From an optimization exercise on the open Yosys and OpenROAD flow, aimed at small area, a short achievable clock period and few clock cycles per item; shortcuts taken in it are not production practice. No run shown here included a check of the RTL's function; only the layout flow was run. No activity file was given, so power comes from the tool's default toggle rates.

==> flow/design.v <==
package matmul_pkg;
    localparam int DEF_DATA_WIDTH = 8;
    localparam int DEF_BUS_WIDTH  = 16;
    localparam int DEF_DIM        = 4;
endpackage
module pe_sat
#(
    parameter int DATA_WIDTH = 8,
    parameter int BUS_WIDTH  = 16
) (
    input  logic                  clk_i,
    input  logic                  clr_i,     
    input  logic                  load_i,    
    input  logic [BUS_WIDTH-1:0]  init_i,
    input  logic [3:0]            bo_one,    
    input  logic [3:0]            bo_two,
    input  logic [3:0]            bo_neg,
    input  logic [DATA_WIDTH-1:0] a_i,
    output logic [BUS_WIDTH-1:0]  acc_o,
    output logic                  flag_o
);
    logic [16:0] s_q, c_q, s_d, c_d;
    logic [16:0] sum;
    logic        overflow, flag_q, flag_d;
    logic [15:0] res, base;
    logic pp1, pp2, pp3, pp4, pp5, pp6, pp7, pp8, pp9, pp10, pp11, pp12, pp13, pp14, pp15, pp16, pp17, pp18, pp19, pp20, pp21, pp22, pp23, pp24, pp25, pp26, pp27, pp28, pp29, pp30, pp31, pp32, pp33, pp34, pp35, pp36, pp37, pp38, pp39, pp40, fs41, fc42, fs43, fc44, fs45, fc46, hs47, hc48, fs49, fc50, fs51, fc52, fs53, fc54, fs55, fc56, fs57, fc58, fs59, fc60, fs61, fc62, hs63, hc64, fs65, fc66, fs67, fc68, fs69, fc70, fs71, fc72, fs73, fc74, fs75, fc76, fs77, fc78, hs79, hc80, fs81, fc82, fs83, fc84, fs85, fc86, fs87, fc88, fs89, fc90, fs91, fc92, fs93, fc94, hs95, hc96, fs97, fc98, fs99, fc100, fs101, fc102, fs103, fc104, fs105, fc106, hs107, hc108, fs109, fc110, fs111, fc112, fs113, fc114, hs115, hc116, fs117, fc118;
    assign sum      = s_q + c_q;
    assign overflow = sum[16] != sum[15];
    assign res      = overflow ? {sum[16], {15{!sum[16]}}} : sum[15:0];
    assign acc_o    = res;
    assign flag_o   = flag_q || overflow;
    always_comb begin
        if (clr_i)       base = '0;
        else if (load_i) base = init_i;
        else             base = res;
    end
    assign flag_d = !(clr_i || load_i) && (flag_q || overflow);
    assign pp1 = ((bo_one[0] & a_i[0]) | (bo_two[0] & 1'b0)) ^ bo_neg[0];
    assign pp2 = ((bo_one[0] & a_i[1]) | (bo_two[0] & a_i[0])) ^ bo_neg[0];
    assign pp3 = ((bo_one[0] & a_i[2]) | (bo_two[0] & a_i[1])) ^ bo_neg[0];
    assign pp4 = ((bo_one[0] & a_i[3]) | (bo_two[0] & a_i[2])) ^ bo_neg[0];
    assign pp5 = ((bo_one[0] & a_i[4]) | (bo_two[0] & a_i[3])) ^ bo_neg[0];
    assign pp6 = ((bo_one[0] & a_i[5]) | (bo_two[0] & a_i[4])) ^ bo_neg[0];
    assign pp7 = ((bo_one[0] & a_i[6]) | (bo_two[0] & a_i[5])) ^ bo_neg[0];
    assign pp8 = ((bo_one[0] & a_i[7]) | (bo_two[0] & a_i[6])) ^ bo_neg[0];
    assign pp9 = ((bo_one[0] & a_i[7]) | (bo_two[0] & a_i[7])) ^ bo_neg[0];
    assign pp10 = ~pp9;
    assign pp11 = ((bo_one[1] & a_i[0]) | (bo_two[1] & 1'b0)) ^ bo_neg[1];
    assign pp12 = ((bo_one[1] & a_i[1]) | (bo_two[1] & a_i[0])) ^ bo_neg[1];
    assign pp13 = ((bo_one[1] & a_i[2]) | (bo_two[1] & a_i[1])) ^ bo_neg[1];
    assign pp14 = ((bo_one[1] & a_i[3]) | (bo_two[1] & a_i[2])) ^ bo_neg[1];
    assign pp15 = ((bo_one[1] & a_i[4]) | (bo_two[1] & a_i[3])) ^ bo_neg[1];
    assign pp16 = ((bo_one[1] & a_i[5]) | (bo_two[1] & a_i[4])) ^ bo_neg[1];
    assign pp17 = ((bo_one[1] & a_i[6]) | (bo_two[1] & a_i[5])) ^ bo_neg[1];
    assign pp18 = ((bo_one[1] & a_i[7]) | (bo_two[1] & a_i[6])) ^ bo_neg[1];
    assign pp19 = ((bo_one[1] & a_i[7]) | (bo_two[1] & a_i[7])) ^ bo_neg[1];
    assign pp20 = ~pp19;
    assign pp21 = ((bo_one[2] & a_i[0]) | (bo_two[2] & 1'b0)) ^ bo_neg[2];
    assign pp22 = ((bo_one[2] & a_i[1]) | (bo_two[2] & a_i[0])) ^ bo_neg[2];
    assign pp23 = ((bo_one[2] & a_i[2]) | (bo_two[2] & a_i[1])) ^ bo_neg[2];
    assign pp24 = ((bo_one[2] & a_i[3]) | (bo_two[2] & a_i[2])) ^ bo_neg[2];
    assign pp25 = ((bo_one[2] & a_i[4]) | (bo_two[2] & a_i[3])) ^ bo_neg[2];
    assign pp26 = ((bo_one[2] & a_i[5]) | (bo_two[2] & a_i[4])) ^ bo_neg[2];
    assign pp27 = ((bo_one[2] & a_i[6]) | (bo_two[2] & a_i[5])) ^ bo_neg[2];
    assign pp28 = ((bo_one[2] & a_i[7]) | (bo_two[2] & a_i[6])) ^ bo_neg[2];
    assign pp29 = ((bo_one[2] & a_i[7]) | (bo_two[2] & a_i[7])) ^ bo_neg[2];
    assign pp30 = ~pp29;
    assign pp31 = ((bo_one[3] & a_i[0]) | (bo_two[3] & 1'b0)) ^ bo_neg[3];
    assign pp32 = ((bo_one[3] & a_i[1]) | (bo_two[3] & a_i[0])) ^ bo_neg[3];
    assign pp33 = ((bo_one[3] & a_i[2]) | (bo_two[3] & a_i[1])) ^ bo_neg[3];
    assign pp34 = ((bo_one[3] & a_i[3]) | (bo_two[3] & a_i[2])) ^ bo_neg[3];
    assign pp35 = ((bo_one[3] & a_i[4]) | (bo_two[3] & a_i[3])) ^ bo_neg[3];
    assign pp36 = ((bo_one[3] & a_i[5]) | (bo_two[3] & a_i[4])) ^ bo_neg[3];
    assign pp37 = ((bo_one[3] & a_i[6]) | (bo_two[3] & a_i[5])) ^ bo_neg[3];
    assign pp38 = ((bo_one[3] & a_i[7]) | (bo_two[3] & a_i[6])) ^ bo_neg[3];
    assign pp39 = ((bo_one[3] & a_i[7]) | (bo_two[3] & a_i[7])) ^ bo_neg[3];
    assign pp40 = ~pp39;
    assign fs41 = bo_neg[0] ^ pp1 ^ base[0];
    assign fc42 = (bo_neg[0] & pp1) | (bo_neg[0] & base[0]) | (pp1 & base[0]);
    assign fs43 = pp2 ^ base[1] ^ fc42;
    assign fc44 = (pp2 & base[1]) | (pp2 & fc42) | (base[1] & fc42);
    assign fs45 = bo_neg[1] ^ pp3 ^ pp11;
    assign fc46 = (bo_neg[1] & pp3) | (bo_neg[1] & pp11) | (pp3 & pp11);
    assign hs47 = fs45 ^ base[2];
    assign hc48 = fs45 & base[2];
    assign fs49 = pp4 ^ pp12 ^ fc46;
    assign fc50 = (pp4 & pp12) | (pp4 & fc46) | (pp12 & fc46);
    assign fs51 = base[3] ^ fs49 ^ hc48;
    assign fc52 = (base[3] & fs49) | (base[3] & hc48) | (fs49 & hc48);
    assign fs53 = bo_neg[2] ^ pp5 ^ pp13;
    assign fc54 = (bo_neg[2] & pp5) | (bo_neg[2] & pp13) | (pp5 & pp13);
    assign fs55 = pp21 ^ fs53 ^ base[4];
    assign fc56 = (pp21 & fs53) | (pp21 & base[4]) | (fs53 & base[4]);
    assign fs57 = fc50 ^ fs55 ^ fc52;
    assign fc58 = (fc50 & fs55) | (fc50 & fc52) | (fs55 & fc52);
    assign fs59 = pp6 ^ pp14 ^ pp22;
    assign fc60 = (pp6 & pp14) | (pp6 & pp22) | (pp14 & pp22);
    assign fs61 = fc54 ^ fs59 ^ base[5];
    assign fc62 = (fc54 & fs59) | (fc54 & base[5]) | (fs59 & base[5]);
    assign hs63 = fc56 ^ fs61;
    assign hc64 = fc56 & fs61;
    assign fs65 = bo_neg[3] ^ pp7 ^ pp15;
    assign fc66 = (bo_neg[3] & pp7) | (bo_neg[3] & pp15) | (pp7 & pp15);
    assign fs67 = pp23 ^ pp31 ^ fc60;
    assign fc68 = (pp23 & pp31) | (pp23 & fc60) | (pp31 & fc60);
    assign fs69 = fs65 ^ base[6] ^ fs67;
    assign fc70 = (fs65 & base[6]) | (fs65 & fs67) | (base[6] & fs67);
    assign fs71 = fc62 ^ fs69 ^ hc64;
    assign fc72 = (fc62 & fs69) | (fc62 & hc64) | (fs69 & hc64);
    assign fs73 = pp8 ^ pp16 ^ pp24;
    assign fc74 = (pp8 & pp16) | (pp8 & pp24) | (pp16 & pp24);
    assign fs75 = pp32 ^ fc66 ^ fs73;
    assign fc76 = (pp32 & fc66) | (pp32 & fs73) | (fc66 & fs73);
    assign fs77 = base[7] ^ fc68 ^ fs75;
    assign fc78 = (base[7] & fc68) | (base[7] & fs75) | (fc68 & fs75);
    assign hs79 = fc70 ^ fs77;
    assign hc80 = fc70 & fs77;
    assign fs81 = ~(pp10 ^ pp17);
    assign fc82 = pp10 | pp17;
    assign fs83 = pp25 ^ pp33 ^ fc74;
    assign fc84 = (pp25 & pp33) | (pp25 & fc74) | (pp33 & fc74);
    assign fs85 = fs81 ^ base[8] ^ fc76;
    assign fc86 = (fs81 & base[8]) | (fs81 & fc76) | (base[8] & fc76);
    assign fs87 = fs83 ^ fc78 ^ fs85;
    assign fc88 = (fs83 & fc78) | (fs83 & fs85) | (fc78 & fs85);
    assign fs89 = ~(pp18 ^ pp26);
    assign fc90 = pp18 | pp26;
    assign fs91 = pp34 ^ fc82 ^ fs89;
    assign fc92 = (pp34 & fc82) | (pp34 & fs89) | (fc82 & fs89);
    assign fs93 = base[9] ^ fc84 ^ fs91;
    assign fc94 = (base[9] & fc84) | (base[9] & fs91) | (fc84 & fs91);
    assign hs95 = fc86 ^ fs93;
    assign hc96 = fc86 & fs93;
    assign fs97 = pp20 ^ pp27 ^ pp35;
    assign fc98 = (pp20 & pp27) | (pp20 & pp35) | (pp27 & pp35);
    assign fs99 = fc90 ^ fs97 ^ base[10];
    assign fc100 = (fc90 & fs97) | (fc90 & base[10]) | (fs97 & base[10]);
    assign fs101 = fc92 ^ fs99 ^ fc94;
    assign fc102 = (fc92 & fs99) | (fc92 & fc94) | (fs99 & fc94);
    assign fs103 = ~(pp28 ^ pp36);
    assign fc104 = pp28 | pp36;
    assign fs105 = fc98 ^ fs103 ^ base[11];
    assign fc106 = (fc98 & fs103) | (fc98 & base[11]) | (fs103 & base[11]);
    assign hs107 = fc100 ^ fs105;
    assign hc108 = fc100 & fs105;
    assign fs109 = pp30 ^ pp37 ^ fc104;
    assign fc110 = (pp30 & pp37) | (pp30 & fc104) | (pp37 & fc104);
    assign fs111 = base[12] ^ fs109 ^ fc106;
    assign fc112 = (base[12] & fs109) | (base[12] & fc106) | (fs109 & fc106);
    assign fs113 = ~(pp38 ^ base[13]);
    assign fc114 = pp38 | base[13];
    assign hs115 = fc110 ^ fs113;
    assign hc116 = fc110 & fs113;
    assign fs117 = pp40 ^ base[14] ^ fc114;
    assign fc118 = (pp40 & base[14]) | (pp40 & fc114) | (base[14] & fc114);
    assign s_d[0] = fs41;
    assign c_d[0] = 1'b0;
    assign s_d[1] = fs43;
    assign c_d[1] = 1'b0;
    assign s_d[2] = fc44;
    assign c_d[2] = hs47;
    assign s_d[3] = fs51;
    assign c_d[3] = 1'b0;
    assign s_d[4] = fs57;
    assign c_d[4] = 1'b0;
    assign s_d[5] = fc58;
    assign c_d[5] = hs63;
    assign s_d[6] = fs71;
    assign c_d[6] = 1'b0;
    assign s_d[7] = fc72;
    assign c_d[7] = hs79;
    assign s_d[8] = hc80;
    assign c_d[8] = fs87;
    assign s_d[9] = fc88;
    assign c_d[9] = hs95;
    assign s_d[10] = hc96;
    assign c_d[10] = fs101;
    assign s_d[11] = fc102;
    assign c_d[11] = hs107;
    assign s_d[12] = hc108;
    assign c_d[12] = fs111;
    assign s_d[13] = fc112;
    assign c_d[13] = hs115;
    assign s_d[14] = hc116;
    assign c_d[14] = fs117;
    assign s_d[15] = ~base[15];
    assign c_d[15] = fc118;
    assign s_d[16] = 1'b1;
    assign c_d[16] = 1'b0;
    always_ff @(posedge clk_i) begin
        s_q    <= s_d;
        c_q    <= c_d;
        flag_q <= flag_d;
    end
endmodule
module matmul_engine
#(
    parameter int DATA_WIDTH = matmul_pkg::DEF_DATA_WIDTH,
    parameter int BUS_WIDTH  = matmul_pkg::DEF_BUS_WIDTH,
    parameter int DIM        = matmul_pkg::DEF_DIM
) (
    input  logic                          clk_i,
    input  logic                          rst_i,
    input  logic                          start_i,
    input  logic                          mode_i,
    input  logic [DIM*DATA_WIDTH-1:0]     a_col_i,
    input  logic [DIM*DATA_WIDTH-1:0]     b_row_i,
    input  logic                          op_valid_i,
    output logic                          op_ready_o,
    input  logic [DIM*DIM*BUS_WIDTH-1:0]  c_i,
    output logic [DIM*DIM*BUS_WIDTH-1:0]  m_o,
    output logic [DIM*DIM-1:0]            flags_o,
    output logic                          busy_o,
    output logic                          done_o,
    output logic [$clog2(DIM+1)-1:0]      beat_cnt_o
);
    localparam int CW = $clog2(DIM + 1);
    logic          busy_q, done_q;
    logic [CW-1:0] beat_cnt_q;
    logic          start_ok, accept, last;
    assign start_ok = start_i && !busy_q && !rst_i;
    assign accept   = op_valid_i && busy_q && !rst_i;
    assign last     = (beat_cnt_q == CW'(DIM - 1));
    always_ff @(posedge clk_i) begin
        if (rst_i) begin
            busy_q     <= 1'b0;
            done_q     <= 1'b0;
            beat_cnt_q <= '0;
        end else begin
            done_q <= accept && last;
            if (start_ok) begin
                busy_q     <= 1'b1;
                beat_cnt_q <= '0;
            end else if (accept) begin
                beat_cnt_q <= beat_cnt_q + CW'(1);
                if (last) busy_q <= 1'b0;
            end
        end
    end
    assign op_ready_o = busy_q;
    assign busy_o     = busy_q;
    assign done_o     = done_q;
    assign beat_cnt_o = beat_cnt_q;
    logic [3:0] bo_one [DIM];
    logic [3:0] bo_two [DIM];
    logic [3:0] bo_neg [DIM];
    for (genvar j = 0; j < DIM; j++) begin : g_booth
        logic [DATA_WIDTH:0] bx;
        assign bx = {b_row_i[j*DATA_WIDTH +: DATA_WIDTH], 1'b0};
        for (genvar k = 0; k < 4; k++) begin : g_digit
            logic hi, mid, lo;
            assign lo  = bx[2*k];
            assign mid = bx[2*k+1];
            assign hi  = bx[2*k+2];
            assign bo_one[j][k] = accept && (mid ^ lo);
            assign bo_two[j][k] = accept && ((hi && !mid && !lo) || (!hi && mid && lo));
            assign bo_neg[j][k] = hi;
        end
    end
    for (genvar i = 0; i < DIM; i++) begin : g_row
        for (genvar j = 0; j < DIM; j++) begin : g_col
            pe_sat #(
                .DATA_WIDTH (DATA_WIDTH),
                .BUS_WIDTH  (BUS_WIDTH)
            ) u_pe (
                .clk_i  (clk_i),
                .clr_i  (rst_i),
                .load_i (start_ok),
                .init_i (mode_i ? c_i[(i*DIM+j)*BUS_WIDTH +: BUS_WIDTH] : '0),
                .bo_one (bo_one[j]),
                .bo_two (bo_two[j]),
                .bo_neg (bo_neg[j]),
                .a_i    (a_col_i[i*DATA_WIDTH +: DATA_WIDTH]),
                .acc_o  (m_o[(i*DIM+j)*BUS_WIDTH +: BUS_WIDTH]),
                .flag_o (flags_o[i*DIM+j])
            );
        end
    end
endmodule
==> flow/flow/run.sh <==
#!/bin/bash
# The standard layout, with plain buf_1 cells as the input and output port
# buffers (every port still gets its own buffer). The make output goes to
# standard.log; ORFS's per-step logs stay under orfs/logs/.
set -euo pipefail
export BUFFER_PORTS_ARGS="-buffer_cell sky130_fd_sc_hd__buf_1"
bash standard.sh > standard.log 2>&1
==> flow/standard.sh <==
#!/bin/bash
# synth_recipe.tcl (not shown) runs the flow's synth.tcl, then flattens the netlist and writes it again
# the make line also repeats each setting of config.mk as NAME=value (left out here)
make -C /OpenROAD-flow-scripts/flow DESIGN_CONFIG=/design/flow/config.mk WORK_HOME=/design/flow/orfs CLKGATE_MAP_FILE= SYNTH_SCRIPT=/design/flow/synth_recipe.tcl "${@:-finish}"
==> flow/config.mk <==
export PLATFORM = sky130hd
export DESIGN_NAME = matmul_engine
export DESIGN_NICKNAME = matmul_engine
export VERILOG_FILES = /design/flow/design.v
export SDC_FILE = /design/flow/constraint.sdc
export NUM_CORES = 4
export LEC_CHECK = 0
export CAP_MARGIN = 20
export CORE_MARGIN = 2
export CORE_UTILIZATION = 40
export SETUP_SLACK_MARGIN = 2.3
export SLEW_MARGIN = 20
==> flow/constraint.sdc <==
create_clock -name core_clock -period 7.0 [get_ports {clk_i}]
set_input_delay 1.4000 -clock core_clock [delete_from_list [all_inputs] [get_ports {clk_i}]]
set_output_delay 1.4000 -clock core_clock [all_outputs]
set_load 0.01 [all_outputs]
==> results of run 1 <==
-- worst register-to-register path, cell delays in order (launching register included) --
cell and delay, ps:
dfxtp_2 350, ha_2 230, ha_2 220, a31oi_4 120, o32ai_4 360, o21ai_1 210
nand3_1 180, mux2i_4 150, nor2_1 780, a22oi_1 330, fa_1 610, inv_1 40
ha_1 210, fa_1 460
-- cells by family after synthesis --
group | count (synthesis) | synth area share [%]
AOI/OAI and AO/OA | 1534 | 21.6
buffers and inverters | 1026 | 8.30
and+or+nand+nor | 986 | 9.26
adders and majority gates | 842 | 28.7
xor gates and xnor gates | 609 | 11.2
DFF | 453 | 19.1
muxes | 89 | 1.91
-- layout make-up --
type | instances | area [um2] | area share, %
Antenna cell | 10 | 25.0 | 0.0441
Tap cell | 1536 | 1920 | 3.39
Sequential cell | 453 | 9080 | 16.0
Inverter | 589 | 2210 | 3.90
Multi-Input combinational cell | 4091 | 36600 | 64.5
Clock inverter | 34 | 480 | 0.847
Timing Repair Buffer | 877 | 4830 | 8.51
Clock buffer | 75 | 1600 | 2.81
-- through the flow --
step	utilization [%]	cell area (um2)	power (mW)
5_1_grt	48.0	56700	35.3
4_1_cts	46.7	55100	31.0
3_3_place_gp	43.3	51200	25.8
2_1_floorplan	-	48200	19.9
3_5_place_dp	43.3	51200	26.1
6_report	48.0	56700	32.3
-- cell usage in the layout (no fill, tap or decap), types with 32 or more instances in the layout --
cell | synthesis | routed
inv_1 | 584 | 582
buf_1 | 42 | 539
a22oi_1 | 488 | 486
dfxtp_1 | 453 | 447
fa_1 | 432 | 400
o21ai_0 | 385 | 368
nor2_1 | 397 | 356
xnor2_1 | 348 | 346
ha_1 | 354 | 317
nand2_1 | 267 | 263
xor2_1 | 259 | 255
buf_4 | 18 | 231
a21oi_1 | 230 | 208
nand3_1 | 89 | 87
a2bb2oi_1 | 77 | 77
mux2i_1 | 75 | 73
clkbuf_16 | 0 | 59
maj3_1 | 56 | 56
clkbuf_2 | 0 | 53
a21o_1 | 49 | 46
nor2_4 | 0 | 36
a22o_1 | 36 | 36
nand2b_1 | 37 | 33
fa_2 | 0 | 32
-- power groups by stage --
stage | clock network, mW | logic [mW] | registers, mW
floorplan | 0 | 15.5 | 4.41
global placement | 0 | 21.2 | 4.60
detailed placement | 0 | 21.5 | 4.60
CTS | 3.35 | 23.0 | 4.59
global route | 3.46 | 27.1 | 4.76
finish | 3.29 | 24.4 | 4.66
-- cells in the mapped netlist, types with 10 or more instances --
cell       number  area, um2
xor2_1        259       2270
a22oi_1       488       3660
clkbuf_1      357       1340
dfxtp_1       453       9070
mux2i_1        75        751
and2_1         31        194
a211o_1        11       96.3
or2_2          10       62.6
a21boi_0       10       75.1
ha_1          354       4430
o21ai_0       385       1930
a21oi_1       230       1150
buf_2          19       95.1
nor3_1         33        165
o31ai_1        14        105
a22o_1         36        315
a31oi_1        32        200
inv_1         584       2190
nor2_1        397       1490
nand2_1       267       1000
buf_4          18        135
nand3_1        89        445
nand2b_1       37        231
o21a_1         30        225
and3_1         23        144
nor2b_1        29        181
mux2_2         14        158
or3_1          27        169
a2bb2oi_1      77        674
fa_1          432       8650
o21ai_1        12       60.1
maj3_1         56        561
a21o_1         49        368
xnor2_1       348       3050
o21bai_1       24        180
buf_1          42        158
a211oi_1       30        225
o211ai_1       12       90.1
-- flip-flops by register name, indices dropped and copies added (netlist names) --
name                     flops
done_q                       1
g_row.g_col.u_pe.c_q       176
busy_q                       1
beat_cnt_q                   3
g_row.g_col.u_pe.flag_q     16
g_row.g_col.u_pe.s_q       256
-- routing by layer --
metal	up-vias	GRT usage, %
met1	21120	36.0
li1	19996	-
met4	20	10.6
met2	1852	45.0
met5	-	0
met3	333	4.44
-- path summary, 6_finish.rpt --
check | end | cells after the start
setup reg to reg | g_row[1].g_col[2].u_pe.s_q[6] | 13
hold / removal | g_row[1].g_col[2].u_pe.flag_q | 2
setup / recovery | flags_o[8] | 10
hold reg to reg | g_row[1].g_col[2].u_pe.flag_q | 2
-- what timing repair did --
action | CTS | global route
buffers inserted | 99 | 83
setup endpoints to repair | 413 | 309
resized for setup | 150 | 169
pin swaps | 50 | 72
cloned | 23 | 12
==> impl_metrics.yaml, run 1 <==
timing:
  period_needed_ps: 4650
  fin_ws_ps: 2350
  skew_ps: 31.7
  worst_slew_pin_slew_ps: 1160
  finalHoldViolations: 0
  slew_headroom_pct: 22.6
  setup_viol: 0
  setup_tns_ps: 0
  post-route-period-util_pct: 66.5
  holdWs_ps: 513
  slew_viol_final: 0
  rsz0062_at_grt: "yes"
  fmax_mhz: 215
synthesis:
  async_reset_ff_share_pct: 0
  synth_edf_count: 0
  ys_warn_count: 8
  seq_area_frac_synth_pct: 19.1
  ys_types: 93
  synth_area_um2: 47600
  synth_nets: 6650
  synth.avg_cell_area_um2: 8.59
  ys_seq_elements: 453
  syn-instance-count: 5539
  synthFlopType: "dfxtp_1"
worst_setup_path:
  cp-end-kind: "output port"
  path_class: "reg -> out"
  critical_path_buf_inv_count: 1
  slowest_stage: "o31a_1"
  cp-startpoint: "g_row[2].g_col[0].u_pe.c_q[2]"
  cp_max_fo: 9
  cp-start-kind: "register"
  cp.required_ps: 5600
  path_cells: "ha_1 -> ha_2 -> a311o_1 -> nand3_1 -> a21oi_1 -> o31a_1 -> o21a_1 -> a31o_4 -> or3_1 -> buf_1"
  cpPeakStageDelay_ps: 350
  ff2ff_setup_slack_ps: 2630
  worstPathArrival_ps: 3250
  cp_top_family: "compound AO/OA/AOI/OAI gates"
  rr_startpoint: "g_row[1].g_col[2].u_pe.s_q[2]"
placed_design:
  gp_congestion: 0.890
  hpwl_mm: 124
  io_buffers: 602
  dp_cells: 7329
  dp_slack_ps: 1010
floorplan:
  row_count: 126
  core_area_um2: 118000
  initial_core_util_pct: 40.3
  die_width_um: 349
  top_level_ports: 603
  dieArea_um2: 122000
  die_h_um: 349
run:
  cap_viol_max_count: 0
power:
  switchingPower_mw: 16.5
  p_clk_share_pct: 10.2
  p_per_area_nw_per_um2: 570
  leakagePower_nw: 23.5
  internal-power_mw: 15.9
  switching_share_pct: 50.9
  ir_worst_vdd_uv: 502
  pwr-share-comb_pct: 75.4
  power_frac_seq_pct: 14.4
global_routing:
  grt_pass1_vias: 42241
  overflow: 0
  grt_max_degree: 78
  grt_usage_pct: 27.4
  antenna_found_initial: 22
  grt_first_pass_wirelength_mm: 255
route:
  wl_met3_mm: 13.4
  ant_nets: 0
  firstDrtPassIters: 6
  wl_per_cell_um: 22.7
  vias_per_cell: 5.65
  wl_met1_mm: 71.7
  vias: 43321
  maxUsedRoutingLayer: "met5"
  routed_wl_mm: 174
  drt-initial-drc-count: 3703
  wl_met2_mm: 81.2
  drc_errors: 0
clock_tree:
  cts-buffers-inserted: 58
  clock-sinks: 453
  cts_tree: "built"
  path_clk_slew_ps: 60
  clockBufferDepth: 3
  clkLatencyLatePin_ps: 680
  cts_root_buffer: "clkbuf_16"
  ctsHtreeMaxLevel: 2
  hold_buffers: 0
final_layout:
  drive_gt1_share_pct: 12.8
  fillers: 11442
  area_growth_pct: 19.2
  layout.nets: 7181
  layoutNonFillerInstCount: 7665
worst_hold_path:
  hold_class: "reg -> reg"
  min_from: "g_row[1].g_col[2].u_pe.flag_q"
status:
  outcome: "complete, no violations"
==> run 2, diff against run 1 <==
==> flow/flow/run.sh (replaced) <==
#!/bin/bash
# The standard layout with two changes to how it is made:
# - plain buf_1 cells as the input and output port buffers (every port still
#   gets its own buffer);
# - yosys synth without its internal "abc -fast" pre-mapping (-noabc), so
#   that the adder extraction sees the full-adder tree as written. Registers
#   and their names are the same as in the standard synthesis.
# The make output goes to standard.log; ORFS's per-step logs stay under
# orfs/logs/.
set -euo pipefail
export BUFFER_PORTS_ARGS="-buffer_cell sky130_fd_sc_hd__buf_1"
export SYNTH_ARGS="-noabc"
bash standard.sh > standard.log 2>&1
--- a/flow/config.mk
+++ b/flow/config.mk
@@ -6,7 +6,8 @@
 export NUM_CORES = 4
 export LEC_CHECK = 0
+export ABC_AREA = 1
 export CAP_MARGIN = 20
 export CORE_MARGIN = 2
 export CORE_UTILIZATION = 40
-export SETUP_SLACK_MARGIN = 2.3
+export SETUP_SLACK_MARGIN = 2.6
 export SLEW_MARGIN = 20
==> run 2 against run 1 <==
- utilization down 1.2 points
- sequential power rose by 0.9%
- cell area down 2.3%
- critical path type is now in -> reg
- first-iteration DRC count down 6.0%
- clock skew fell by 6.4 ps
- largest power group unchanged
- area after synthesis is 0.34% higher
- fmax grew 5.2%
- still clean on timing, DRC and antenna
==> impl_metrics.yaml, run 2 <==
clock_tree:
  clockBufferDepth: 3
  hold_buffers: 0
  cts_root_buffer: "clkbuf_16"
  ctsHtreeMaxLevel: 2
  cts_tree: "built"
  cts-buffers-inserted: 59
  path_clk_slew_ps: 60
  clock-sinks: 453
  clkLatencyLatePin_ps: 670
worst_setup_path:
  crit_path_frequent_cell: "fa_1"
  cpPeakStageDelay_ps: 610
  cp-end-kind: "register"
  ff2ff_setup_slack_ps: 2960
  path_cells: "buf_1 -> clkinvlp_4 -> buf_4 -> o22ai_1 -> xor2_1 -> fa_1 -> fa_1 -> inv_1 -> fa_1 -> inv_1 -> fa_1"
  cp_max_fo: 25
  slowest_stage: "clkinvlp_4"
  cp.required_ps: 7530
  cp-start-kind: "primary input"
  worstPathArrival_ps: 4950
  path_class: "in -> reg"
floorplan:
  die_width_um: 350
  top_level_ports: 603
  dieArea_um2: 122000
  die_h_um: 350
  row_count: 126
  core_area_um2: 118000
  initial_core_util_pct: 40.4
timing:
  post-route-period-util_pct: 63.2
  worst_slew_pin_slew_ps: 1220
  skew_ps: 25.4
  finalHoldViolations: 0
  fmax_mhz: 226
  setup_viol: 0
  slew_viol_final: 0
  rsz0062_at_grt: "yes"
  period_needed_ps: 4420
  setup_tns_ps: 0
  slew_headroom_pct: 18.8
power:
  switching_share_pct: 56.3
  p_clk_share_pct: 9.9
  switchingPower_mw: 17.9
  ir_worst_vdd_uv: 452
  pwr-share-comb_pct: 75.3
  internal-power_mw: 13.9
  p_per_area_nw_per_um2: 573
  leakagePower_nw: 27.5
  power_frac_seq_pct: 14.8
final_layout:
  top_regs: "g_row.g_col.u_pe.s_q: 256 flops, g_row.g_col.u_pe.c_q: 176 flops, g_row.g_col.u_pe.flag_q: 16 flops"
  drive_gt1_share_pct: 8.79
  layout.nets: 7825
  layout_commonest_cell: "nand2_1"
  final_cell_mix: "1901 x nand2_1, 660 x xor2_1, 579 x buf_1, 577 x inv_1, 453 x dfxtp_1"
  regMostFlops: "g_row.g_col.u_pe.s_q"
  area_growth_pct: 16.0
  fin_util_pct: 46.9
  largest_reg_flops: 256
route:
  ant_nets: 0
  vias_per_cell: 5.26
  routed_wl_mm: 175
  wl_per_cell_um: 21.2
  drt-initial-drc-count: 3482
  vias: 43348
  drc_errors: 0
  firstDrtPassIters: 5
synthesis:
  synth_area_leaders: "fa_1 19%, dfxtp_1 19%, nand2_1 15%"
  synth_area_um2: 47800
  syn-instance-count: 6161
  synth_nets: 7336
  synth_edf_count: 0
  ys_warn_count: 8
  synth.most_common_cell: "nand2_1"
  synth_top_area_share_pct: 19.5
  synth_top_cell_by_area: "fa_1"
  synthFlopType: "dfxtp_1"
  ys_seq_elements: 453
  ys_types: 42
  seq_area_frac_synth_pct: 19.0
  synth.avg_cell_area_um2: 7.75
  synth_common_cells: "1926 x nand2_1, 667 x xor2_1, 592 x inv_1, 464 x fa_1, 453 x dfxtp_1"
  async_reset_ff_share_pct: 0
global_routing:
  grt_first_pass_wirelength_mm: 255
  grt_pass1_vias: 42429
  grt_usage_pct: 27.6
  antenna_found_initial: 19
  overflow: 0
  grt_max_degree: 139
run:
  cap_viol_max_count: 0
status:
  outcome: "complete, no violations"
placed_design:
  hpwl_mm: 137
  io_buffers: 602
  gp_congestion: 0.928
worst_hold_path:
  hold_class: "reg -> reg"
[run 2: changes by cell type in the layout (fill, tap and decap cells not counted), moves of 94 or more]
cell,change
buf_4,-94
nand2_1,+1638
xor2_1,+405
a22oi_1,-484
o22ai_1,+376
xnor2_1,-315
o21ai_0,-338
[run 2: stage by stage]
stage          hold WS, ps  cell area (um2)  setup slack, ps  instances  total power, mW
2_1_floorplan          434            48000             2530       6161             20.2
3_3_place_gp           445            51400             1070       8042             27.7
3_5_place_dp           447            51400              987       8042             28.0
4_1_cts                456            54000             2580       8176             31.5
5_1_grt                478            55400             2460       8238             35.1
6_report               454            55400             2580       8244             31.8
[run 2: repair_timing]
action | CTS | global route
resized for setup | 81 | 154
pin swaps | 6 | 30
setup buffers | 19 | 51
endpoints found under the setup margin | 337 | 263
gates cloned | 4 | 8
[run 2: worst max-delay path: cells and delay by family]
kind,cells,cell delay [ps]
adder cells (fa/ha/maj),4,1690
buffers and inverters,5,1410
XOR/XNOR,1,250
AO/OA/AOI/OAI,1,200
[run 2: cells by family after synthesis]
family / synth area share [%]
adders and majority gates: 29.6
DFF: 19.0
and+or+nand+nor: 20.0
xor gates and xnor gates: 12.8
AOI/OAI and AO/OA: 10.4
buffers and inverters: 8.23
[run 2: final cells by class]
cell class | instances | area, um2
fill | 12039 | 62800
multi-input combinational | 4745 | 35900
sequential | 453 | 9070
timing repair buffer | 783 | 4130
inverter | 607 | 2350
tap | 1536 | 1920
clock buffer | 79 | 1710
clock inverter | 32 | 295
antenna | 8 | 20.0
timing repair inverter | 1 | 5.00
[run 2: path summary, 6_finish.rpt]
kind / from / end / depth (start not counted)
worst max register to register: busy_q / g_row[2].g_col[0].u_pe.c_q[8] / 13
worst max-delay path: a_col_i[5] / g_row[0].g_col[2].u_pe.c_q[8] / 11
worst min-delay path: g_row[1].g_col[2].u_pe.flag_q / g_row[1].g_col[2].u_pe.flag_q / 2
worst min register to register: g_row[1].g_col[2].u_pe.flag_q / g_row[1].g_col[2].u_pe.flag_q / 2
[run 2: layer usage]
layer	wire (um)	GRT usage (%)	vias to the layer above
met4	7740	11.6	16
met5	109	0	-
met1	69500	34.3	20731
met2	84500	47.4	1725
met3	12900	4.56	393
li1	-	-	20483
[run 2: power groups by stage]
stage          registers [mW]  logic (mW)  clock network (mW)
2_1_floorplan            4.51        15.7                   0
3_3_place_gp             4.72        23.0                   0
3_5_place_dp             4.72        23.3                   0
4_1_cts                  4.69        23.6                3.22
5_1_grt                  4.81        27.0                3.33
6_report                 4.70        23.9                3.15
==> run 3, diff against run 2 <==
--- a/flow/design.v
+++ b/flow/design.v
@@ -24,6 +24,90 @@
     logic        overflow, flag_q, flag_d;
     logic [15:0] res, base;
-    logic pp1, pp2, pp3, pp4, pp5, pp6, pp7, pp8, pp9, pp10, pp11, pp12, pp13, pp14, pp15, pp16, pp17, pp18, pp19, pp20, pp21, pp22, pp23, pp24, pp25, pp26, pp27, pp28, pp29, pp30, pp31, pp32, pp33, pp34, pp35, pp36, pp37, pp38, pp39, pp40, fs41, fc42, fs43, fc44, fs45, fc46, hs47, hc48, fs49, fc50, fs51, fc52, fs53, fc54, fs55, fc56, fs57, fc58, fs59, fc60, fs61, fc62, hs63, hc64, fs65, fc66, fs67, fc68, fs69, fc70, fs71, fc72, fs73, fc74, fs75, fc76, fs77, fc78, hs79, hc80, fs81, fc82, fs83, fc84, fs85, fc86, fs87, fc88, fs89, fc90, fs91, fc92, fs93, fc94, hs95, hc96, fs97, fc98, fs99, fc100, fs101, fc102, fs103, fc104, fs105, fc106, hs107, hc108, fs109, fc110, fs111, fc112, fs113, fc114, hs115, hc116, fs117, fc118;
-    assign sum      = s_q + c_q;
+    logic pp1, pp2, pp3, pp4, pp5, pp6, pp7, pp8, pp9, pp10, pp11, pp12, pp13, pp14, pp15, pp16, pp17, pp18, pp19, pp20, pp21, pp22, pp23, pp24, pp25, pp26, pp27, pp28, pp29, pp30, pp31, pp32, pp33, pp34, pp35, pp36, pp37, pp38, pp39, pp40, hs41, hc42, hs43, hc44, fs45, fc46, hs47, hc48, fs49, fc50, hs51, hc52, fs53, fc54, fs55, fc56, hs57, hc58, fs59, fc60, fs61, fc62, hs63, hc64, fs65, fc66, fs67, fc68, fs69, fc70, hs71, hc72, fs73, fc74, fs75, fc76, fs77, fc78, hs79, hc80, fs81, fc82, fs83, fc84, fs85, fc86, fs87, fc88, fs89, fc90, fs91, fc92, fs93, fc94, hs95, hc96, fs97, fc98, fs99, fc100, fs101, fc102, fs103, fc104, fs105, fc106, hs107, hc108, fs109, fc110, fs111, fc112, fs113, fc114, hs115, hc116, fs117, fc118;
+    logic xg1, xp1, xg2, xp2, xg3, xp3, xg4, xp4, xg5, xp5, xg6, xp6, xg7, xp7, xg8, xp8, xg9, xp9, xg10, xp10, xg11, xp11, xg12, xp12, xg13, xp13, xg14, xp14, xg15, xp15, xg16, xp16, xg17, xp17, xg18, xp18, xg19, xp19, xg20, xp20, xg21, xp21, xg22, xp22, xg23, xp23, xg24, xp24, xg25, xp25, xg26, xp26, xg27, xp27, xg28, xp28, xg29, xp29, xg30, xp30, xg31, xp31, xg32, xp32;
+    logic [16:0] cg, cp;
+    assign cg = s_q & c_q;
+    assign cp = s_q ^ c_q;
+    assign xg1 = cg[1] | (cp[1] & cg[0]);
+    assign xp1 = cp[1] & cp[0];
+    assign xg2 = cg[3] | (cp[3] & cg[2]);
+    assign xp2 = cp[3] & cp[2];
+    assign xg3 = cg[5] | (cp[5] & cg[4]);
+    assign xp3 = cp[5] & cp[4];
+    assign xg4 = cg[7] | (cp[7] & cg[6]);
+    assign xp4 = cp[7] & cp[6];
+    assign xg5 = cg[9] | (cp[9] & cg[8]);
+    assign xp5 = cp[9] & cp[8];
+    assign xg6 = cg[11] | (cp[11] & cg[10]);
+    assign xp6 = cp[11] & cp[10];
+    assign xg7 = cg[13] | (cp[13] & cg[12]);
+    assign xp7 = cp[13] & cp[12];
+    assign xg8 = cg[15] | (cp[15] & cg[14]);
+    assign xp8 = cp[15] & cp[14];
+    assign xg9 = cg[2] | (cp[2] & xg1);
+    assign xp9 = cp[2] & xp1;
+    assign xg10 = xg2 | (xp2 & xg1);
+    assign xp10 = xp2 & xp1;
+    assign xg11 = cg[6] | (cp[6] & xg3);
+    assign xp11 = cp[6] & xp3;
+    assign xg12 = xg4 | (xp4 & xg3);
+    assign xp12 = xp4 & xp3;
+    assign xg13 = cg[10] | (cp[10] & xg5);
+    assign xp13 = cp[10] & xp5;
+    assign xg14 = xg6 | (xp6 & xg5);
+    assign xp14 = xp6 & xp5;
+    assign xg15 = cg[14] | (cp[14] & xg7);
+    assign xp15 = cp[14] & xp7;
+    assign xg16 = xg8 | (xp8 & xg7);
+    assign xp16 = xp8 & xp7;
+    assign xg17 = cg[4] | (cp[4] & xg10);
+    assign xp17 = cp[4] & xp10;
+    assign xg18 = xg3 | (xp3 & xg10);
+    assign xp18 = xp3 & xp10;
+    assign xg19 = xg11 | (xp11 & xg10);
+    assign xp19 = xp11 & xp10;
+    assign xg20 = xg12 | (xp12 & xg10);
+    assign xp20 = xp12 & xp10;
+    assign xg21 = cg[12] | (cp[12] & xg14);
+    assign xp21 = cp[12] & xp14;
+    assign xg22 = xg7 | (xp7 & xg14);
+    assign xp22 = xp7 & xp14;
+    assign xg23 = xg15 | (xp15 & xg14);
+    assign xp23 = xp15 & xp14;
+    assign xg24 = xg16 | (xp16 & xg14);
+    assign xp24 = xp16 & xp14;
+    assign xg25 = cg[8] | (cp[8] & xg20);
+    assign xp25 = cp[8] & xp20;
+    assign xg26 = xg5 | (xp5 & xg20);
+    assign xp26 = xp5 & xp20;
+    assign xg27 = xg13 | (xp13 & xg20);
+    assign xp27 = xp13 & xp20;
+    assign xg28 = xg14 | (xp14 & xg20);
+    assign xp28 = xp14 & xp20;
+    assign xg29 = xg21 | (xp21 & xg20);
+    assign xp29 = xp21 & xp20;
+    assign xg30 = xg22 | (xp22 & xg20);
+    assign xp30 = xp22 & xp20;
+    assign xg31 = xg23 | (xp23 & xg20);
+    assign xp31 = xp23 & xp20;
+    assign xg32 = xg24 | (xp24 & xg20);
+    assign xp32 = xp24 & xp20;
+    assign sum[0] = cp[0];
+    assign sum[1] = cp[1] ^ cg[0];
+    assign sum[2] = cp[2] ^ xg1;
+    assign sum[3] = cp[3] ^ xg9;
+    assign sum[4] = cp[4] ^ xg10;
+    assign sum[5] = cp[5] ^ xg17;
+    assign sum[6] = cp[6] ^ xg18;
+    assign sum[7] = cp[7] ^ xg19;
+    assign sum[8] = cp[8] ^ xg20;
+    assign sum[9] = cp[9] ^ xg25;
+    assign sum[10] = cp[10] ^ xg26;
+    assign sum[11] = cp[11] ^ xg27;
+    assign sum[12] = cp[12] ^ xg28;
+    assign sum[13] = cp[13] ^ xg29;
+    assign sum[14] = cp[14] ^ xg30;
+    assign sum[15] = cp[15] ^ xg31;
+    assign sum[16] = cp[16] ^ xg32;
     assign overflow = sum[16] != sum[15];
     assign res      = overflow ? {sum[16], {15{!sum[16]}}} : sum[15:0];
@@ -76,22 +160,22 @@
     assign pp39 = ((bo_one[3] & a_i[7]) | (bo_two[3] & a_i[7])) ^ bo_neg[3];
     assign pp40 = ~pp39;
-    assign fs41 = bo_neg[0] ^ pp1 ^ base[0];
-    assign fc42 = (bo_neg[0] & pp1) | (bo_neg[0] & base[0]) | (pp1 & base[0]);
-    assign fs43 = pp2 ^ base[1] ^ fc42;
-    assign fc44 = (pp2 & base[1]) | (pp2 & fc42) | (base[1] & fc42);
+    assign hs41 = bo_neg[0] ^ pp1;
+    assign hc42 = bo_neg[0] & pp1;
+    assign hs43 = pp2 ^ hc42;
+    assign hc44 = pp2 & hc42;
     assign fs45 = bo_neg[1] ^ pp3 ^ pp11;
     assign fc46 = (bo_neg[1] & pp3) | (bo_neg[1] & pp11) | (pp3 & pp11);
-    assign hs47 = fs45 ^ base[2];
-    assign hc48 = fs45 & base[2];
+    assign hs47 = hc44 ^ fs45;
+    assign hc48 = hc44 & fs45;
     assign fs49 = pp4 ^ pp12 ^ fc46;
     assign fc50 = (pp4 & pp12) | (pp4 & fc46) | (pp12 & fc46);
-    assign fs51 = base[3] ^ fs49 ^ hc48;
-    assign fc52 = (base[3] & fs49) | (base[3] & hc48) | (fs49 & hc48);
+    assign hs51 = base[3] ^ hc48;
+    assign hc52 = base[3] & hc48;
     assign fs53 = bo_neg[2] ^ pp5 ^ pp13;
     assign fc54 = (bo_neg[2] & pp5) | (bo_neg[2] & pp13) | (pp5 & pp13);
     assign fs55 = pp21 ^ fs53 ^ base[4];
     assign fc56 = (pp21 & fs53) | (pp21 & base[4]) | (fs53 & base[4]);
-    assign fs57 = fc50 ^ fs55 ^ fc52;
-    assign fc58 = (fc50 & fs55) | (fc50 & fc52) | (fs55 & fc52);
+    assign hs57 = fc50 ^ hc52;
+    assign hc58 = fc50 & hc52;
     assign fs59 = pp6 ^ pp14 ^ pp22;
     assign fc60 = (pp6 & pp14) | (pp6 & pp22) | (pp14 & pp22);
@@ -106,6 +190,6 @@
     assign fs69 = fs65 ^ base[6] ^ fs67;
     assign fc70 = (fs65 & base[6]) | (fs65 & fs67) | (base[6] & fs67);
-    assign fs71 = fc62 ^ fs69 ^ hc64;
-    assign fc72 = (fc62 & fs69) | (fc62 & hc64) | (fs69 & hc64);
+    assign hs71 = fc62 ^ hc64;
+    assign hc72 = fc62 & hc64;
     assign fs73 = pp8 ^ pp16 ^ pp24;
     assign fc74 = (pp8 & pp16) | (pp8 & pp24) | (pp16 & pp24);
@@ -114,6 +198,6 @@
     assign fs77 = base[7] ^ fc68 ^ fs75;
     assign fc78 = (base[7] & fc68) | (base[7] & fs75) | (fc68 & fs75);
-    assign hs79 = fc70 ^ fs77;
-    assign hc80 = fc70 & fs77;
+    assign hs79 = fc70 ^ hc72;
+    assign hc80 = fc70 & hc72;
     assign fs81 = ~(pp10 ^ pp17);
     assign fc82 = pp10 | pp17;
@@ -154,19 +238,19 @@
     assign fs117 = pp40 ^ base[14] ^ fc114;
     assign fc118 = (pp40 & base[14]) | (pp40 & fc114) | (base[14] & fc114);
-    assign s_d[0] = fs41;
-    assign c_d[0] = 1'b0;
-    assign s_d[1] = fs43;
-    assign c_d[1] = 1'b0;
-    assign s_d[2] = fc44;
+    assign s_d[0] = base[0];
+    assign c_d[0] = hs41;
+    assign s_d[1] = base[1];
+    assign c_d[1] = hs43;
+    assign s_d[2] = base[2];
     assign c_d[2] = hs47;
-    assign s_d[3] = fs51;
-    assign c_d[3] = 1'b0;
-    assign s_d[4] = fs57;
-    assign c_d[4] = 1'b0;
-    assign s_d[5] = fc58;
+    assign s_d[3] = fs49;
+    assign c_d[3] = hs51;
+    assign s_d[4] = fs55;
+    assign c_d[4] = hs57;
+    assign s_d[5] = hc58;
     assign c_d[5] = hs63;
-    assign s_d[6] = fs71;
-    assign c_d[6] = 1'b0;
-    assign s_d[7] = fc72;
+    assign s_d[6] = fs69;
+    assign c_d[6] = hs71;
+    assign s_d[7] = fs77;
     assign c_d[7] = hs79;
     assign s_d[8] = hc80;
==> flow/flow/run.sh (replaced) <==
#!/bin/bash
# The standard layout, with plain buf_1 cells as the input and output port
# buffers (every port still gets its own buffer). The make output goes to
# standard.log; ORFS's per-step logs stay under orfs/logs/.
set -euo pipefail
export BUFFER_PORTS_ARGS="-buffer_cell sky130_fd_sc_hd__buf_1"
bash standard.sh > standard.log 2>&1
--- a/flow/config.mk
+++ b/flow/config.mk
@@ -6,8 +6,7 @@
 export NUM_CORES = 4
 export LEC_CHECK = 0
-export ABC_AREA = 1
 export CAP_MARGIN = 20
 export CORE_MARGIN = 2
 export CORE_UTILIZATION = 40
-export SETUP_SLACK_MARGIN = 2.6
+export SETUP_SLACK_MARGIN = 2.0
 export SLEW_MARGIN = 20
==> run 3 against run 2 <==
- still clean
- routed wire length down 2.3%
- fmax down 10%
- clock skew up 1.0 ps
- die area up 5.1%
- via count down 0.99%
- hold slack better by 16 ps
- cell count down 6.8%
- highest routed layer unchanged
==> impl_metrics.yaml, run 3 <==
global_routing:
  overflow: 0
  grt_pass1_vias: 41627
  grt_usage_pct: 25.8
  grt_max_degree: 97
  grt_first_pass_wirelength_mm: 252
  antenna_found_initial: 35
synthesis:
  ys_types: 94
  ys_seq_elements: 533
  async_reset_ff_share_pct: 0
  synth_area_leaders: "dfxtp_1 21%, fa_1 17%, ha_1 12%"
  synth_common_cells: "586 x inv_1, 533 x dfxtp_1, 490 x a22oi_1, 482 x ha_1, 435 x xnor2_1"
  seq_area_frac_synth_pct: 21.3
  synth_top_area_share_pct: 21.3
  synthFlopType: "dfxtp_1"
  ys_warn_count: 8
  synth_edf_count: 0
  synth_top_cell_by_area: "dfxtp_1"
  syn-instance-count: 5588
  synth_nets: 6827
  synth.most_common_cell: "inv_1"
  synth_area_um2: 50200
  synth.avg_cell_area_um2: 8.99
final_layout:
  layout_commonest_cell: "inv_1"
  final_cell_mix: "586 x inv_1, 539 x buf_1, 533 x dfxtp_1, 490 x a22oi_1, 479 x ha_1"
  top_regs: "g_row.g_col.u_pe.c_q: 256 flops, g_row.g_col.u_pe.s_q: 256 flops, g_row.g_col.u_pe.flag_q: 16 flops"
  layoutNonFillerInstCount: 7683
  layout.nets: 7220
  drive_gt1_share_pct: 8.73
  area_growth_pct: 14.1
  stdcell_area_um2: 57300
worst_setup_path:
  slowest_stage: "fa_2"
  cp_max_fo: 5
  cp-end-kind: "output port"
  cp-start-kind: "register"
  path_class: "reg -> out"
  ff2ff_setup_slack_ps: 2510
  critical_path_buf_inv_count: 1
  worstPathArrival_ps: 3530
  cp_top_family: "compound AO/OA/AOI/OAI gates"
  cpPeakStageDelay_ps: 390
  cp.required_ps: 5600
  path_cells: "ha_2 -> fa_2 -> a21o_1 -> a311o_1 -> a22o_1 -> a31o_4 -> o211a_4 -> nor3_4 -> o221ai_2 -> and2_1 -> buf_2"
power:
  ir_worst_vdd_uv: 422
  leakagePower_nw: 24.4
  p_per_area_nw_per_um2: 526
timing:
  fin_ws_ps: 2070
  setup_tns_ps: 0
  finalHoldViolations: 0
  rsz0062_at_grt: "yes"
  setup_viol: 0
  holdWs_ps: 470
  worst_slew_pin_slew_ps: 1210
  fmax_mhz: 203
  post-route-period-util_pct: 70.4
  slew_headroom_pct: 19.3
  period_needed_ps: 4930
  slew_viol_final: 0
  skew_ps: 26.4
floorplan:
  die_width_um: 358
  die_h_um: 358
  top_level_ports: 603
  core_area_um2: 124000
  row_count: 129
  initial_core_util_pct: 40.5
  dieArea_um2: 128000
route:
  wl_per_cell_um: 22.2
  vias: 42919
  routed_wl_mm: 171
  firstDrtPassIters: 6
  drt-initial-drc-count: 3647
  vias_per_cell: 5.59
  drc_errors: 0
  ant_nets: 0
placed_design:
  dpl-instance-area_um2: 53800
  io_buffers: 602
  dp_cells: 7495
  gp_congestion: 0.895
  dp_slack_ps: 1310
  hpwl_mm: 131
clock_tree:
  clockBufferDepth: 3
  clock-sinks: 533
  cts-buffers-inserted: 70
  clkLatencyLatePin_ps: 660
  cts_tree: "built"
  path_clk_slew_ps: 60
  cts_root_buffer: "clkbuf_16"
  ctsHtreeMaxLevel: 3
worst_hold_path:
  hold_class: "reg -> reg"
status:
  outcome: "complete, no violations"
run:
  cap_viol_max_count: 0
==> run 3: cell types whose count changed after synthesis, sizes merged, moves of 96 or more <==
cell and delta:
a21oi +97, a22oi +488, buf -116, clkbuf +178
ha +96, mux2i +96, nand2 -1621, o21ai +330
o22ai -441, xnor2 +404, xor2 -489
==> run 3: layout make-up <==
type | instances | area, um2
well taps | 1637 | 2050
diodes | 12 | 30.0
multi-input cells | 4043 | 36400
flip-flops and latches | 533 | 10700
repair buffers | 739 | 3460
clock inverters | 25 | 368
inverters | 594 | 2230
clock buffers | 100 | 2090
fillers | 12049 | 66800
==> run 3: repair_timing <==
item,CTS,global route
resized for setup,73,84
setup endpoints to repair,169,176
pin swaps,23,38
buffers inserted,25,21
hold buffers,0,0
cloned,2,3
endpoints found under the hold margin,0,0
==> run 3: final timing paths <==
| check | from | end | cells after the start |
|---|---|---|---|
| max | g_row[3].g_col[3].u_pe.c_q[0] | m_o[253] | 11 |
| min reg2reg | g_row[1].g_col[1].u_pe.flag_q | g_row[1].g_col[1].u_pe.flag_q | 1 |
| max reg2reg | g_row[0].g_col[1].u_pe.c_q[0] | g_row[0].g_col[1].u_pe.c_q[7] | 15 |
| min | g_row[1].g_col[1].u_pe.flag_q | g_row[1].g_col[1].u_pe.flag_q | 1 |
==> run 3: metrics by stage <==
stage               util [%]  total power [mW]
floorplan                  -              18.9
global placement        43.3              24.8
detailed placement      43.3              25.1
CTS                     45.7              29.7
global route            46.2              32.9
finish                  46.2              30.1
==> run 3: cells by family (layout without fill, tap and decap cells) <==
kind of cell             Yosys count  count (layout)  synth area share [%]
XOR/XNOR                         613             613                  10.7
flip-flops                       533             533                  21.3
AO/OA/AOI/OAI                   1512            1513                  20.5
buffers and inverters           1017            1458                  7.82
AND/OR/NAND/NOR                  873             874                  7.85
multiplexers                     125             128                  2.58
adder cells (fa/ha/maj)          915             915                  29.3
other                              0              12                     0
==> run 3: power by group <==
group / total, mW / switching, mW / internal (mW) / leakage (nW)
Clock: 3.87 / 1.49 / 2.38 / 1.21
Combinational: 21.2 / 13.1 / 8.15 / 18.8
Sequential: 4.99 / 0.550 / 4.44 / 4.46
Total: 30.1 / 15.1 / 15.0 / 24.4
==> run 3: layer usage <==
layer / up-vias / share of wire [%] / GRT usage (%)
li1: 20011 / - / -
met1: 20973 / 43 / 34.5
met2: 1596 / 46 / 41.5
met3: 297 / 7.4 / 4.87
met4: 42 / 3.4 / 9.47
met5: - / 0.15 / 0

[afterwards: timing with drivers on the ports]
The results above use ideal ports. As a check the final layouts listed here were re-extracted and re-timed, cells and wires unchanged.
Step 1 (the two cells are an assumption about what drives the block):
set clk [get_ports {clk_i}]
set_driving_cell -lib_cell sky130_fd_sc_hd__clkbuf_16 $clk
set_driving_cell -lib_cell sky130_fd_sc_hd__buf_2 [delete_from_list [all_inputs] $clk]
Step 2 adds t to the input delays and takes it off the output delays; t is the mean of the earliest and latest rising clock arrival at the registers after step 1. Input paths then give back, and output paths get back, about the clock's delay inside the block.
a / b / c = ideal / step 1 / step 2; a / b = the first two.
| run | shift t [ns] | slack for setup (ns) | cell pins on the clock port's net |
|---|---|---|---|
| run 1 | 0.738 | 2.347 / 2.272 / 1.630 | 1 |
| run 2 | 0.742 | 2.579 / 2.630 / 1.888 | 1 |
| run 3 | 0.716 | 2.070 / 1.995 / 1.405 | 1 |
After both steps every run listed still meets setup and hold. For run 1, which loses most, drivers alone change the setup slack by -0.075 ns; drivers and shift together by -0.717 ns.
